This design comes from an exercise in tuning for a short achievable clock period and few clock cycles on the open sky130 flow, not from production work.
In this exercise RTL edits were held to simulation tests only and were not proved equivalent to the original.
Power figures rest on the tool's default switching activity, not on a simulated workload.

==> flow/design.v <==
`timescale 1ns/1ps
package pyr_pkg;
	localparam int xlen   = 16;
	localparam int ilen   = 21;
	localparam int palen  = 14;
	localparam int rsel_w = 4;
	localparam int nreg   = 16;
	localparam int op_lsb  = 0;
	localparam int op_msb  = 2;
	localparam int rd_lsb  = 3;
	localparam int rd_msb  = 6;
	localparam int f3_lsb  = 7;
	localparam int f3_msb  = 9;
	localparam int rs1_lsb = 10;
	localparam int rs1_msb = 13;
	localparam int rs2_lsb = 14;
	localparam int rs2_msb = 17;
	localparam int f7_lsb  = 18;
	localparam int f7_msb  = 20;
	typedef logic [palen-1:0]  pc_t;
	typedef logic [xlen-1:0]   word_t;
	typedef logic [ilen-1:0]   instr_t;
	typedef logic [rsel_w-1:0] rsel_t;
	localparam instr_t instr_nop = 21'h000080;
	typedef enum logic [2:0] {
		op_sys   = 3'b000,
		op_imm   = 3'b001,
		op_br    = 3'b010,
		op_reg   = 3'b011,
		op_jalr  = 3'b100,
		op_auipc = 3'b101,
		op_jal   = 3'b110,
		op_lui   = 3'b111
	} opcode_e;
	typedef enum logic [3:0] {
		alu_add  = 4'b0000,
		alu_sll  = 4'b0001,
		alu_slt  = 4'b0010,
		alu_sltu = 4'b0011,
		alu_xor  = 4'b0100,
		alu_srl  = 4'b0101,
		alu_or   = 4'b0110,
		alu_and  = 4'b0111,
		alu_sub  = 4'b1000,
		alu_sra  = 4'b1101
	} alu_op_e;
	typedef enum logic [2:0] {
		br_eq  = 3'b000,
		br_ne  = 3'b001,
		br_lt  = 3'b100,
		br_ge  = 3'b101,
		br_ltu = 3'b110,
		br_geu = 3'b111
	} br_cond_e;
	typedef enum logic [1:0] {
		st_idle    = 2'b00,
		st_running = 2'b01,
		st_halted  = 2'b10
	} ctrl_state_e;
endpackage
`timescale 1ns/1ps
module pyr_pc (
	input  logic clk,
	input  logic rst,
	input  logic advance,
	input  logic jump,
	input  pyr_pkg::pc_t  jump_addr,
	output pyr_pkg::pc_t  fetch_addr,
	output pyr_pkg::pc_t  pc_1
);
	pyr_pkg::pc_t pc_q;
	assign fetch_addr = jump ? jump_addr : pc_q;
	always_ff @(posedge clk) begin
		if (rst) begin
			pc_q <= '0;
			pc_1 <= '0;
		end else if (advance) begin
			if (jump)
				pc_q <= jump_addr;
			else
				pc_q <= pc_q + 1'b1;
			pc_1 <= fetch_addr;
		end
	end
endmodule
`timescale 1ns/1ps
module pyr_pipe_ctrl (
	input  logic clk,
	input  logic rst,
	input  logic run,
	input  logic imem_rdy,
	input  logic jump,
	input  logic is_halt,
	output logic advance,
	output logic valid_1,
	output logic valid_2,
	output logic halt
);
	pyr_pkg::ctrl_state_e state;
	logic        halt_exec;
	assign halt_exec = valid_2 & is_halt;
	assign advance = run & (state == pyr_pkg::st_running) & (imem_rdy | jump);
	assign halt = (state == pyr_pkg::st_halted);
	always_ff @(posedge clk) begin
		if (rst) begin
			state <= pyr_pkg::st_idle;
		end else if (run) begin
			case (state)
				pyr_pkg::st_idle:    state <= pyr_pkg::st_running;
				pyr_pkg::st_running: if (halt_exec) state <= pyr_pkg::st_halted;
				default:    state <= state;
			endcase
		end
	end
	always_ff @(posedge clk) begin
		if (rst) begin
			valid_1 <= 1'b0;
			valid_2 <= 1'b0;
		end else if (run) begin
			if (jump || halt_exec || state != pyr_pkg::st_running) begin
				valid_1 <= 1'b0;
				valid_2 <= 1'b0;
			end else if (advance) begin
				valid_1 <= 1'b1;
				valid_2 <= valid_1;
			end else begin
				valid_2 <= 1'b0;
			end
		end
	end
endmodule
`timescale 1ns/1ps
module pyr_decode (
	input  logic     clk,
	input  logic     rst,
	input  logic     advance,
	input  logic     valid_1,
	input  pyr_pkg::instr_t   imem_dout,
	input  pyr_pkg::pc_t      pc_1,
	output pyr_pkg::pc_t      pc_2,
	output pyr_pkg::opcode_e  opcode,
	output pyr_pkg::alu_op_e  alu_op,
	output pyr_pkg::br_cond_e cond,
	output pyr_pkg::rsel_t    rd,
	output pyr_pkg::rsel_t    rs1,
	output pyr_pkg::rsel_t    rs2,
	output pyr_pkg::word_t    imm,
	output logic     use_imm,
	output logic     is_halt,
	output logic     writes_rd
);
	pyr_pkg::instr_t     instr_1;
	pyr_pkg::instr_t     instr_2;
	logic [2:0] funct3;
	logic [2:0] funct7;
	logic [5:0] imm6;
	logic       sgn;
	logic       itype;
	logic       btype;
	always_ff @(posedge clk) begin
		if (rst) begin
			instr_1 <= pyr_pkg::instr_nop;
			instr_2 <= pyr_pkg::instr_nop;
		end else if (advance) begin
			instr_1 <= imem_dout;
			instr_2 <= valid_1 ? instr_1 : pyr_pkg::instr_nop;
		end
	end
	always_ff @(posedge clk) begin
		if (advance)
			pc_2 <= pc_1;
	end
	assign opcode = pyr_pkg::opcode_e'(instr_2[pyr_pkg::op_msb:pyr_pkg::op_lsb]);
	assign rd     = instr_2[pyr_pkg::rd_msb:pyr_pkg::rd_lsb];
	assign funct3 = instr_2[pyr_pkg::f3_msb:pyr_pkg::f3_lsb];
	assign rs1    = instr_2[pyr_pkg::rs1_msb:pyr_pkg::rs1_lsb];
	assign rs2    = instr_2[pyr_pkg::rs2_msb:pyr_pkg::rs2_lsb];
	assign funct7 = instr_2[pyr_pkg::f7_msb:pyr_pkg::f7_lsb];
	assign cond   = pyr_pkg::br_cond_e'(funct3);
	assign is_halt   = (opcode == pyr_pkg::op_sys) && (funct3 == 3'b000);
	assign use_imm   = (opcode == pyr_pkg::op_imm) || (opcode == pyr_pkg::op_jalr);
	assign writes_rd = (opcode != pyr_pkg::op_sys) && (opcode != pyr_pkg::op_br);
	always_comb begin
		alu_op = pyr_pkg::alu_add;
		if (opcode == pyr_pkg::op_reg || opcode == pyr_pkg::op_imm) begin
			case (funct3)
				3'b000:  alu_op = (opcode == pyr_pkg::op_reg && funct7[1]) ? pyr_pkg::alu_sub : pyr_pkg::alu_add;
				3'b001:  alu_op = pyr_pkg::alu_sll;
				3'b010:  alu_op = pyr_pkg::alu_slt;
				3'b011:  alu_op = pyr_pkg::alu_sltu;
				3'b100:  alu_op = pyr_pkg::alu_xor;
				3'b101:  alu_op = funct7[1] ? pyr_pkg::alu_sra : pyr_pkg::alu_srl;
				3'b110:  alu_op = pyr_pkg::alu_or;
				default: alu_op = pyr_pkg::alu_and;
			endcase
		end
	end
	assign itype = use_imm;
	assign btype = (opcode == pyr_pkg::op_br);
	assign sgn   = instr_2[pyr_pkg::f7_msb];
	always_comb begin
		if (itype)
			imm6 = instr_2[19:14];
		else
			imm6 = {funct7, instr_2[5:3]};
		if (itype || btype)
			imm = {{(pyr_pkg::xlen-6){sgn}}, imm6};
		else
			imm = {{(pyr_pkg::xlen-12){sgn}}, instr_2[18:7]};
	end
endmodule
`timescale 1ns/1ps
module pyr_alu (
	input  logic     valid_2,
	input  pyr_pkg::opcode_e  opcode,
	input  pyr_pkg::alu_op_e  alu_op,
	input  pyr_pkg::br_cond_e cond,
	input  pyr_pkg::word_t    rs1_val,
	input  pyr_pkg::word_t    rs2_val,
	input  pyr_pkg::word_t    imm,
	input  logic     use_imm,
	input  pyr_pkg::pc_t      pc_2,
	output pyr_pkg::word_t    rd_val,
	output logic     jump,
	output pyr_pkg::pc_t      jump_addr
);
	pyr_pkg::word_t         arg0;
	pyr_pkg::word_t         arg1;
	pyr_pkg::word_t         imm_hi;
	pyr_pkg::word_t         pc_word;
	pyr_pkg::word_t         res;
	pyr_pkg::word_t         sra_mask;
	logic [pyr_pkg::xlen:0] diff_u;
	logic [pyr_pkg::xlen:0] diff_s;
	logic [3:0]    shamt;
	logic          cc_zero;
	logic          cc_neg;
	logic          cc_borrow;
	logic          taken;
	assign imm_hi  = {imm[pyr_pkg::xlen-6:0], 5'd0};
	assign pc_word = {{(pyr_pkg::xlen-pyr_pkg::palen){1'b0}}, pc_2};
	always_comb begin
		if (opcode == pyr_pkg::op_auipc) begin
			arg0 = pc_word;
			arg1 = imm_hi;
		end else begin
			arg0 = rs1_val;
			arg1 = use_imm ? imm : rs2_val;
		end
	end
	assign diff_u = {1'b0, arg0} - {1'b0, arg1};
	assign diff_s = {arg0[pyr_pkg::xlen-1], arg0} - {arg1[pyr_pkg::xlen-1], arg1};
	assign cc_zero   = (diff_u[pyr_pkg::xlen-1:0] == '0);
	assign cc_neg    = diff_s[pyr_pkg::xlen];
	assign cc_borrow = diff_u[pyr_pkg::xlen];
	assign shamt = arg1[3:0];
	assign sra_mask = ~({pyr_pkg::xlen{1'b1}} >> shamt) & {pyr_pkg::xlen{arg0[pyr_pkg::xlen-1]}};
	always_comb begin
		case (alu_op)
			pyr_pkg::alu_sub:  res = diff_u[pyr_pkg::xlen-1:0];
			pyr_pkg::alu_sll:  res = arg0 << shamt;
			pyr_pkg::alu_slt:  res = {{(pyr_pkg::xlen-1){1'b0}}, cc_neg};
			pyr_pkg::alu_sltu: res = {{(pyr_pkg::xlen-1){1'b0}}, cc_borrow};
			pyr_pkg::alu_xor:  res = arg0 ^ arg1;
			pyr_pkg::alu_srl:  res = arg0 >> shamt;
			pyr_pkg::alu_sra:  res = (arg0 >> shamt) | sra_mask;
			pyr_pkg::alu_or:   res = arg0 | arg1;
			pyr_pkg::alu_and:  res = arg0 & arg1;
			default:  res = arg0 + arg1;
		endcase
	end
	always_comb begin
		if (opcode == pyr_pkg::op_lui)
			rd_val = imm_hi;
		else if (opcode == pyr_pkg::op_jal || opcode == pyr_pkg::op_jalr)
			rd_val = pc_word;
		else
			rd_val = res;
	end
	always_comb begin
		case (cond)
			pyr_pkg::br_eq:   taken = cc_zero;
			pyr_pkg::br_ne:   taken = ~cc_zero;
			pyr_pkg::br_lt:   taken = cc_neg;
			pyr_pkg::br_ge:   taken = ~cc_neg;
			pyr_pkg::br_ltu:  taken = cc_borrow;
			pyr_pkg::br_geu:  taken = ~cc_borrow;
			default: taken = 1'b0;
		endcase
	end
	assign jump_addr = (opcode == pyr_pkg::op_jalr) ? res[pyr_pkg::palen-1:0] : pc_2 + imm[pyr_pkg::palen-1:0];
	assign jump = valid_2 & (((opcode == pyr_pkg::op_br) & taken)
		| (opcode == pyr_pkg::op_jal) | (opcode == pyr_pkg::op_jalr));
endmodule
`timescale 1ns/1ps
module pyr_regfile (
	input  logic  clk,
	input  logic  rst,
	input  logic  run,
	input  logic  we,
	input  pyr_pkg::rsel_t rd,
	input  pyr_pkg::rsel_t rs1,
	input  pyr_pkg::rsel_t rs2,
	input  pyr_pkg::word_t rd_val,
	input  pyr_pkg::rsel_t dbg_sel,
	output pyr_pkg::word_t rs1_val,
	output pyr_pkg::word_t rs2_val,
	output pyr_pkg::word_t dbg_dout
);
	pyr_pkg::word_t regs [pyr_pkg::nreg];
	always_ff @(posedge clk) begin
		if (rst) begin
			for (int i = 0; i < pyr_pkg::nreg; i++)
				regs[i] <= '0;
		end else if (we && run && rd != '0) begin
			regs[rd] <= rd_val;
		end
	end
	assign rs1_val  = regs[rs1];
	assign rs2_val  = regs[rs2];
	assign dbg_dout = regs[dbg_sel];
endmodule
`timescale 1ns/1ps
module pyr_core (
	input  logic   clk,
	input  logic   rst,
	input  logic   run,
	output pyr_pkg::pc_t    imem_addr,
	input  pyr_pkg::instr_t imem_dout,
	input  logic   imem_rdy,
	output logic   halt,
	input  pyr_pkg::rsel_t  dbg_sel,
	output pyr_pkg::word_t  dbg_dout
);
	logic advance;
	logic valid_1;
	logic valid_2;
	logic jump;
	pyr_pkg::pc_t  jump_addr;
	pyr_pkg::pc_t  pc_1;
	pyr_pkg::pc_t  pc_2;
	pyr_pkg::opcode_e  opcode;
	pyr_pkg::alu_op_e  alu_op;
	pyr_pkg::br_cond_e cond;
	pyr_pkg::rsel_t    rd;
	pyr_pkg::rsel_t    rs1;
	pyr_pkg::rsel_t    rs2;
	pyr_pkg::word_t    imm;
	logic     use_imm;
	logic     is_halt;
	logic     writes_rd;
	pyr_pkg::word_t rs1_val;
	pyr_pkg::word_t rs2_val;
	pyr_pkg::word_t rd_val;
	logic  reg_we;
	assign reg_we = valid_2 & writes_rd & run & ~halt;
	pyr_pc pyr_pc_inst (
		.clk        (clk),
		.rst        (rst),
		.advance    (advance),
		.jump       (jump),
		.jump_addr  (jump_addr),
		.fetch_addr (imem_addr),
		.pc_1       (pc_1)
	);
	pyr_pipe_ctrl pyr_pipe_ctrl_inst (
		.clk      (clk),
		.rst      (rst),
		.run      (run),
		.imem_rdy (imem_rdy),
		.jump     (jump),
		.is_halt  (is_halt),
		.advance  (advance),
		.valid_1  (valid_1),
		.valid_2  (valid_2),
		.halt     (halt)
	);
	pyr_decode pyr_decode_inst (
		.clk       (clk),
		.rst       (rst),
		.advance   (advance),
		.valid_1   (valid_1),
		.imem_dout (imem_dout),
		.pc_1      (pc_1),
		.pc_2      (pc_2),
		.opcode    (opcode),
		.alu_op    (alu_op),
		.cond      (cond),
		.rd        (rd),
		.rs1       (rs1),
		.rs2       (rs2),
		.imm       (imm),
		.use_imm   (use_imm),
		.is_halt   (is_halt),
		.writes_rd (writes_rd)
	);
	pyr_alu pyr_alu_inst (
		.valid_2   (valid_2),
		.opcode    (opcode),
		.alu_op    (alu_op),
		.cond      (cond),
		.rs1_val   (rs1_val),
		.rs2_val   (rs2_val),
		.imm       (imm),
		.use_imm   (use_imm),
		.pc_2      (pc_2),
		.rd_val    (rd_val),
		.jump      (jump),
		.jump_addr (jump_addr)
	);
	pyr_regfile pyr_regfile_inst (
		.clk      (clk),
		.rst      (rst),
		.run      (run),
		.we       (reg_we),
		.rd       (rd),
		.rs1      (rs1),
		.rs2      (rs2),
		.rd_val   (rd_val),
		.dbg_sel  (dbg_sel),
		.rs1_val  (rs1_val),
		.rs2_val  (rs2_val),
		.dbg_dout (dbg_dout)
	);
endmodule
==> flow/run.sh <==
#!/bin/bash
# synth_recipe.tcl (not shown) runs the flow's synth.tcl, then flattens the netlist and writes it again
# the make line also repeats each setting of config.mk as NAME=value (left out here)
make -C /OpenROAD-flow-scripts/flow DESIGN_CONFIG=/design/flow/config.mk WORK_HOME=/design/flow/orfs CLKGATE_MAP_FILE= SYNTH_SCRIPT=/design/flow/synth_recipe.tcl finish
==> flow/config.mk <==
export PLATFORM = sky130hd
export DESIGN_NAME = pyr_core
export DESIGN_NICKNAME = pyr_core
export VERILOG_FILES = /design/flow/design.v
export SDC_FILE = /design/flow/constraint.sdc
export NUM_CORES = 4
export LEC_CHECK = 0
export CAP_MARGIN = 20
export CORE_MARGIN = 2
export CORE_UTILIZATION = 40
export SLEW_MARGIN = 20
==> flow/constraint.sdc <==
create_clock -name core_clock -period 8.0 [get_ports {clk}]
set_input_delay 1.6000 -clock core_clock [delete_from_list [all_inputs] [get_ports {clk}]]
set_output_delay 1.6000 -clock core_clock [all_outputs]
set_load 0.01 [all_outputs]
==> notes.md <==
-- final timing paths --
kind                                            end  slack (ns)  cells past startpoint
hold / removal    pyr_decode_inst.pc_2[2]$_DFFE_PP_        0.43                      0
setup reg to reg                               flop        1.65                     20
setup / recovery                      imem_addr[11]        0.14                     18
hold reg to reg   pyr_decode_inst.pc_2[2]$_DFFE_PP_        0.43                      0
-- cell usage after synthesis (18+ instances only) --
cell type,number
a211oi_1,18
a21o_1,19
a21oi_1,176
a22oi_1,42
buf_2,49
buf_4,26
clkbuf_1,93
dfxtp_1,82
edfxtp_1,270
ha_1,63
inv_1,68
mux2_2,25
mux2i_1,149
mux4_2,174
nand2_1,223
nand2b_1,30
nand3_1,67
nor2_1,329
nor2b_1,21
nor3_1,48
o21ai_0,58
xnor2_1,25
-- cells in the final DEF, fill, tap and decap left out, drive strengths merged, types with 63 or more instances in the layout --
cell type,count
dfxtp,82
ha,63
nor2,340
inv,74
mux4,174
mux2i,149
nand2,223
a21oi,176
o21ai,71
buf,163
edfxtp,270
nand3,70
-- logic make-up (layout without fill, tap and decap cells) --
logic type | after synthesis | in the layout
xor+xnor | 37 | 37
fa+ha+maj | 66 | 66
mux | 349 | 349
flops | 352 | 352
other cells | 1 | 16
simple gates | 838 | 839
compound gates | 506 | 506
buf+inv | 272 | 363
-- final cells by class --
type / instances / area [um2] / area share [%]
Clock buffer: 60 / 1140 / 3.98
Clock inverter: 11 / 68.8 / 0.240
Inverter: 72 / 280 / 0.979
Multi-Input combinational cell: 1813 / 14400 / 50.3
Sequential cell: 352 / 9770 / 34.1
Tap cell: 846 / 1060 / 3.70
Timing Repair Buffer: 220 / 1910 / 6.67
-- flip-flops by register name, indices dropped and copies added, names as in the netlist, named ones only --
signal	flops
pyr_decode_inst.instr_1	21
pyr_decode_inst.instr_2	21
pyr_decode_inst.pc_2	14
pyr_pc_inst.pc_1	14
pyr_pc_inst.pc_q	14
pyr_pipe_ctrl_inst.state	2
pyr_pipe_ctrl_inst.valid_1	1
pyr_pipe_ctrl_inst.valid_2	1
pyr_regfile_inst.regs	256
-- metal layers --
| layer | vias up | GRT usage, % | part of all wire, % |
|---|---|---|---|
| li1 | 9258 | - | - |
| met1 | 10943 | 40.1 | 38 |
| met2 | 1442 | 49.3 | 46 |
| met3 | 290 | 5.96 | 10 |
| met4 | 4 | 14.3 | 5.7 |
| met5 | - | 0 | 0.027 |
-- per-stage QoR --
stage | util (%) | cell area [um2] | cells
2_1_floorplan | - | 25300 | 2436
3_3_place_gp | 43.0 | 26900 | 3270
3_5_place_dp | 43.0 | 26900 | 3270
4_1_cts | 45.1 | 28200 | 3346
5_1_grt | 45.7 | 28600 | 3374
6_report | 45.7 | 28600 | 3374
-- power breakdown --
group	leakage, uW	internal [uW]	switching (uW)	total (uW)
logic	0.00606	385	693	1080
registers	0.00335	2030	55.1	2080
clock network	0.000586	985	766	1750
total	0.0100	3400	1510	4910
-- timing repair --
item | in CTS | in global routing
pin swaps | 0 | 6
setup buffers | 5 | 26
cloned | 0 | 2
endpoints found under the setup margin | 14 | 14
resized for setup | 11 | 40
==> metrics.yaml <==
pwr:
  p_leak_uw: 0.0100
  power_density_nw_per_um2: 172
  p_total_uw: 4910
  vdd_drop_max_mv: 0.169
global_routing:
  antenna_found_initial: 2
  grt_usage_pct: 30.7
  grt_pass1_vias: 20810
  grt_first_pass_wirelength_mm: 145
  grt_max_degree: 70
  grt_overflow: 0
final_layout:
  drive_gt1_share_pct: 20.2
  diodes: 0
  nets: 2593
  n_fill_cell: 5930
  area_delta_synth_final_pct: 13.6
die:
  die_w_um: 255
  start_util_pct: 40.2
  die-height_um: 255
  design.die.area_um2: 65000
  rows: 92
  io_pins: 60
  core_area_um2: 62600
synthesis:
  synth_edf_count: 270
  yosys-mux-area-fraction_pct: 22.6
  syn_area_per_cell_um2: 10.4
  synthXorXnorAreaFrac_pct: 1.32
  synth_fa_ha_area_share_pct: 3.37
  synthTopCellsByArea: "edfxtp_1 (32%), mux4_2 (16%), dfxtp_1 (6.5%)"
  synth_top_family_by_area: "multiplexers"
  seq_area_frac_synth_pct: 38.7
  dominantRegCellSynth: "edfxtp_1"
  syn-cell-area_um2: 25200
  ys_seq_elements: 352
  synth_compound_gate_area_share_pct: 13.6
  synthArstFlopShare_pct: 0
  synth_cells: 2421
  ys_warn_count: 5
  yosys.area_share.simple_pct: 15.2
  synth_top_area_share_pct: 32.2
  netlist-cell-type-count: 104
  synth_top_area_cell: "edfxtp_1"
timing:
  skew_ns: 0.0472
  fin_crit_ns: 7.86
  tightest_slew_ns: 1.08
  period_share_pct: 98.3
  timing_max_transition_violations_final: 0
  fmax_mhz: 127
  setup_violations: 0
  max_slew_margin_pct: 28.0
  fin_hold_ws_ns: 0.431
  hold_violations: 0
  setup_ws_ns: 0.137
  fin_tns_setup_ns: 0
place:
  portBuffers: 59
  place_congestion: 1.02
  dp_hpwl_mm: 72.5
  post-place-ws_ns: 0.201
status:
  run_status: "complete, no violations"
cts:
  ctsHoldBuffers: 0
  cts_tree: "done"
  cts_root_buf: "clkbuf_16"
  htreeDepth: 2
  clk_latency_ns: 0.59
  cts.sinks: 352
  path_clk_slew_ns: 0.06
  max-clock-path-buffers: 3
  cts_inserted_buffers: 39
min_path:
  hold_start: "pyr_pc_inst.pc_1[2]$_SDFFE_PP0P_"
  hp-class: "flop to flop"
worst_setup_path:
  worst_ep_required_time_ns: 6.40
  cp_max_fo: 9
  worstSetupPathType: "flop to output pin"
  arrival_ns: 6.26
  worstPathCellList: "buf_4 > mux4_2 > mux4_2 > a21oi_2 > a21o_1 > ha_1 > a21oi_1 > o221ai_1 > a221oi_2 > buf_4 > o31ai_2 > xnor2_1 > nand4_1 > or3_4 > nand3_4 > buf_12 > mux2_2 > clkdlybuf4s50_1"
  critical_path.top_delay_family: "multiplexers"
  startpoint_type: "flop"
  worst-path-buf-inv: 4
  end_kind: "output pin"
  slowest_stage: "mux4_2"
  max_stage_delay_ns: 0.53
drt:
  routed_wl_mm: 101
  num_vias: 21937
  via_per_inst: 6.50
  dr.pass1.iters: 6
  drtIter0Drc: 2913
  drcViolationCount: 0
  avgRoutedWirePerCell_um: 30.0
  final_antenna_net_count: 0
job:
  drv_cap: 0
Testbench counts, summed over its fixed seeds: cycles 25,194.

port drivers added, routing unchanged:
The flow's constraints put no driver on any port. The routed layout listed below was extracted and timed again, unchanged, in two steps.
Step 1, drivers: a clkbuf_16 drives clk and a buf_2 each remaining input, both assumed.
Step 2 also shifts input and output timing later by t, the mid clock arrival at the registers, as if the neighbouring blocks saw the same clock.
Three values: ideal ports, drivers, drivers and shift; two values: the first two.
shift t [ns]: 0.631
setup slack, ns: 0.137 / 0.076 / 0.707
worst setup path at the end: register to output
clock arrival spread, ns: 0.048 / 0.047
worst data-port slew with drivers (ns): 0.04
After both steps setup and hold are still met in this run. For this run, drivers alone change the setup slack by -0.061 ns; drivers and shift together by +0.570 ns.
